From an optimization exercise on the open Yosys and OpenROAD flow, aimed at a short achievable clock period and few clock cycles per item; shortcuts taken in it are not production practice.
At most, simulation tests tie the RTL to the original design; equivalence was not proved.
The clock port is modelled as an ideal driver; clocking choices that lean on that would not hold on a real chip.
Power and IR drop assume default switching activity.

==> flow/design.v (excerpt) <==
module rx_capture_burst_writer #(
  parameter int SAMPLE_W   = 16,
  parameter int CHANNELS   = 2,
  parameter int ADDR_W     = 32,
  parameter int BURST_LEN  = 8,
  parameter int FIFO_DEPTH = 9,
  localparam int DATA_W    = SAMPLE_W * CHANNELS,
  localparam int BC_W      = $clog2(BURST_LEN) + 1
) (
  input  logic              clk_clk,
  input  logic              reset_reset_n,
  input  logic              start,
  input  logic              stop,
  input  logic [ADDR_W-1:0] cfg_base,
  input  logic [ADDR_W-1:0] cfg_words,
  input  logic              in_valid,
  output logic              in_ready,
  input  logic [DATA_W-1:0] in_data,
  output logic [ADDR_W-1:0] avm_address,
  output logic              avm_write,
  output logic [DATA_W-1:0] avm_writedata,
  output logic [BC_W-1:0]   avm_burstcount,
  input  logic              avm_waitrequest,
  output logic              busy,
  output logic [ADDR_W-1:0] wr_ptr,
  output logic [rx_cap_pkg::CNT_W-1:0]  wrap_count,
  output logic              overflow,
  output logic [rx_cap_pkg::CNT_W-1:0]  drop_count
);
Size in the first run: about 1900 cells after synthesis, about 240 I/O pins, about 25000 um2 of cells after synthesis.
clock: 5.5 ns
lec_check: 0
abc_clock_period_in_ps: 1000
cap_margin: 20
core_margin: 2
core_utilization: 40
cts_cluster_diameter: 80
cts_cluster_size: 20
setup_slack_margin: 3.6
slew_margin: 20
tns_end_percent: 100
standard.sh (not shown) runs the stock make flow with config.mk's settings and CLKGATE_MAP_FILE= SYNTH_SCRIPT=/design/flow/synth_recipe.tcl, a recipe that flattens the netlist after the stock synthesis.
==> flow/flow/run.sh <==
#!/bin/bash
set -euo pipefail
export POST_CTS_TCL="$PWD/flow/drop_root.tcl"
bash standard.sh > standard_make.log 2>&1
==> flow/flow/drop_root.tcl <==
set block [ord::get_db_block]
set port_net [[$block findBTerm clk_clk] getNet]
set port_loads [$port_net getITerms]
if {[llength $port_loads] == 1} {
  set root [[lindex $port_loads 0] getInst]
  set master [[$root getMaster] getName]
  set out_net ""
  foreach it [$root getITerms] {
    if {[$it isOutputSignal]} { set out_net [$it getNet] }
  }
  if {[string match "sky130_fd_sc_hd__clkbuf_*" $master] && $out_net ne ""} {
    set sinks {}
    set all_bufs 1
    foreach it [$out_net getITerms] {
      if {[$it getInst] eq $root} { continue }
      lappend sinks $it
      if {![string match "sky130_fd_sc_hd__clkbuf_*" [[[$it getInst] getMaster] getName]]} {
        set all_bufs 0
      }
    }
    if {[llength $sinks] >= 1 && [llength $sinks] <= 4 && $all_bufs} {
      foreach it $sinks {
        $it disconnect
        $it connect $port_net
      }
      puts "drop_root: removed [$root getName], port drives [llength $sinks] buffers"
      odb::dbInst_destroy $root
      odb::dbNet_destroy $out_net
    } else {
      puts "drop_root: root [$root getName] drives [llength $sinks] sinks, kept"
    }
  }
}
Edit:
Settings changed: ABC_CLOCK_PERIOD_IN_PS 1000 to 2000.
Non-clock buffer count stays the same.
Sequential share of layout area stays the same.
Flip-flop and latch count is unchanged.
First-iteration DRC count does not change.
Design area does not change.
Clock-buffer cell count stays the same.
Global-route usage stays the same.
Synthesized area stays the same.
Routed wire length is unchanged.
Hold slack stays the same.
Maximum frequency does not change.
Function was not checked in any run of this note: the RTL went through the layout flow alone.

---

Another version of the RTL of rx_capture_burst_writer (not shown whole).
For scale: roughly 1700 cells after synthesis, ~610 flip-flops, roughly 24000 um2 of cells after synthesis.
Settings: LEC_CHECK=0, ABC_CLOCK_PERIOD_IN_PS=2000, CAP_MARGIN=20, CORE_MARGIN=2, CORE_UTILIZATION=40, SETUP_SLACK_MARGIN=3.6, SLEW_MARGIN=20, TNS_END_PERCENT=100; clock period 5.5 ns.
run.sh (not shown) runs the stock make flow with config.mk's settings and CLKGATE_MAP_FILE= SYNTH_SCRIPT=/design/flow/synth_recipe.tcl, a recipe that flattens the netlist after the stock synthesis.
Stock flow here: none of the scripts above is used.
Testbench counts at the start, summed over its fixed seeds: cycles 19,879, samples 19,015.
Edit:
==> flow/flow/run.sh (new file) <==
#!/bin/bash
set -euo pipefail
export POST_CTS_TCL="$PWD/flow/drop_root.tcl"
bash standard.sh > standard_make.log 2>&1
==> flow/flow/drop_root.tcl (new file) <==
set block [ord::get_db_block]
set port_net [[$block findBTerm clk_clk] getNet]
set port_loads [$port_net getITerms]
if {[llength $port_loads] == 1} {
  set root [[lindex $port_loads 0] getInst]
  set master [[$root getMaster] getName]
  set out_net ""
  foreach it [$root getITerms] {
    if {[$it isOutputSignal]} { set out_net [$it getNet] }
  }
  if {[string match "sky130_fd_sc_hd__clkbuf_*" $master] && $out_net ne ""} {
    set sinks {}
    set all_bufs 1
    foreach it [$out_net getITerms] {
      if {[$it getInst] eq $root} { continue }
      lappend sinks $it
      if {![string match "sky130_fd_sc_hd__clkbuf_*" [[[$it getInst] getMaster] getName]]} {
        set all_bufs 0
      }
    }
    if {[llength $sinks] >= 1 && [llength $sinks] <= 4 && $all_bufs} {
      foreach it $sinks {
        $it disconnect
        $it connect $port_net
      }
      puts "drop_root: removed [$root getName], port drives [llength $sinks] buffers"
      odb::dbInst_destroy $root
      odb::dbNet_destroy $out_net
    } else {
      puts "drop_root: root [$root getName] drives [llength $sinks] sinks, kept"
    }
  }
}
==> flow/standard.sh (new file) <==
#!/bin/bash
# synth_recipe.tcl (not shown) runs the flow's synth.tcl, then flattens the netlist and writes it again
# the make line also repeats each setting of config.mk as NAME=value (left out here)
make -C /OpenROAD-flow-scripts/flow DESIGN_CONFIG=/design/flow/config.mk WORK_HOME=/design/flow/orfs CLKGATE_MAP_FILE= SYNTH_SCRIPT=/design/flow/synth_recipe.tcl "${@:-finish}"
removed: flow/run.sh
The new run passed the timing, DRC and antenna checks.
Non-clock buffer count stays the same.
Area after synthesis stays the same.
Routed wire length does not change.
Clock skew is unchanged.
Synthesized cell count is unchanged.
Register-to-register slack barely changes.
Power does not change.
Die area does not change.
Final area does not change.
Hold slack does not change.
Worst setup slack does not change.

[re-timing with driven ports]
The results above use ideal ports. As a check the final layouts listed here were re-extracted and re-timed, cells and wires unchanged. Step 1 (the two cells are an assumption about what drives the block):
set clk [get_ports {clk_clk}]
set_driving_cell -lib_cell sky130_fd_sc_hd__clkbuf_16 $clk
set_driving_cell -lib_cell sky130_fd_sc_hd__buf_2 [delete_from_list [all_inputs] $clk]
Step 2 adds t to the input delays and takes it off the output delays; t is the mean of the earliest and latest rising clock arrival at the registers after step 1. Input paths then give back, and output paths get back, about the clock's delay inside the block. a / b / c = ideal / step 1 / step 2; a / b = the first two.
run	shift t [ns]	setup slack, ns	clock arrival spread, ns	worst data-port slew with drivers (ns)
the first run of note 1	0.504	3.090 / 3.140 / 2.636	0.043 / 0.043	0.12
the second run of note 1	0.504	3.090 / 3.140 / 2.636	0.043 / 0.043	0.12
the first run of note 2	0.662	3.174 / 3.115 / 2.705	0.029 / 0.028	0.11
the second run of note 2	0.662	3.174 / 3.115 / 2.705	0.029 / 0.028	0.11
After both steps setup and hold are still met in every run listed.
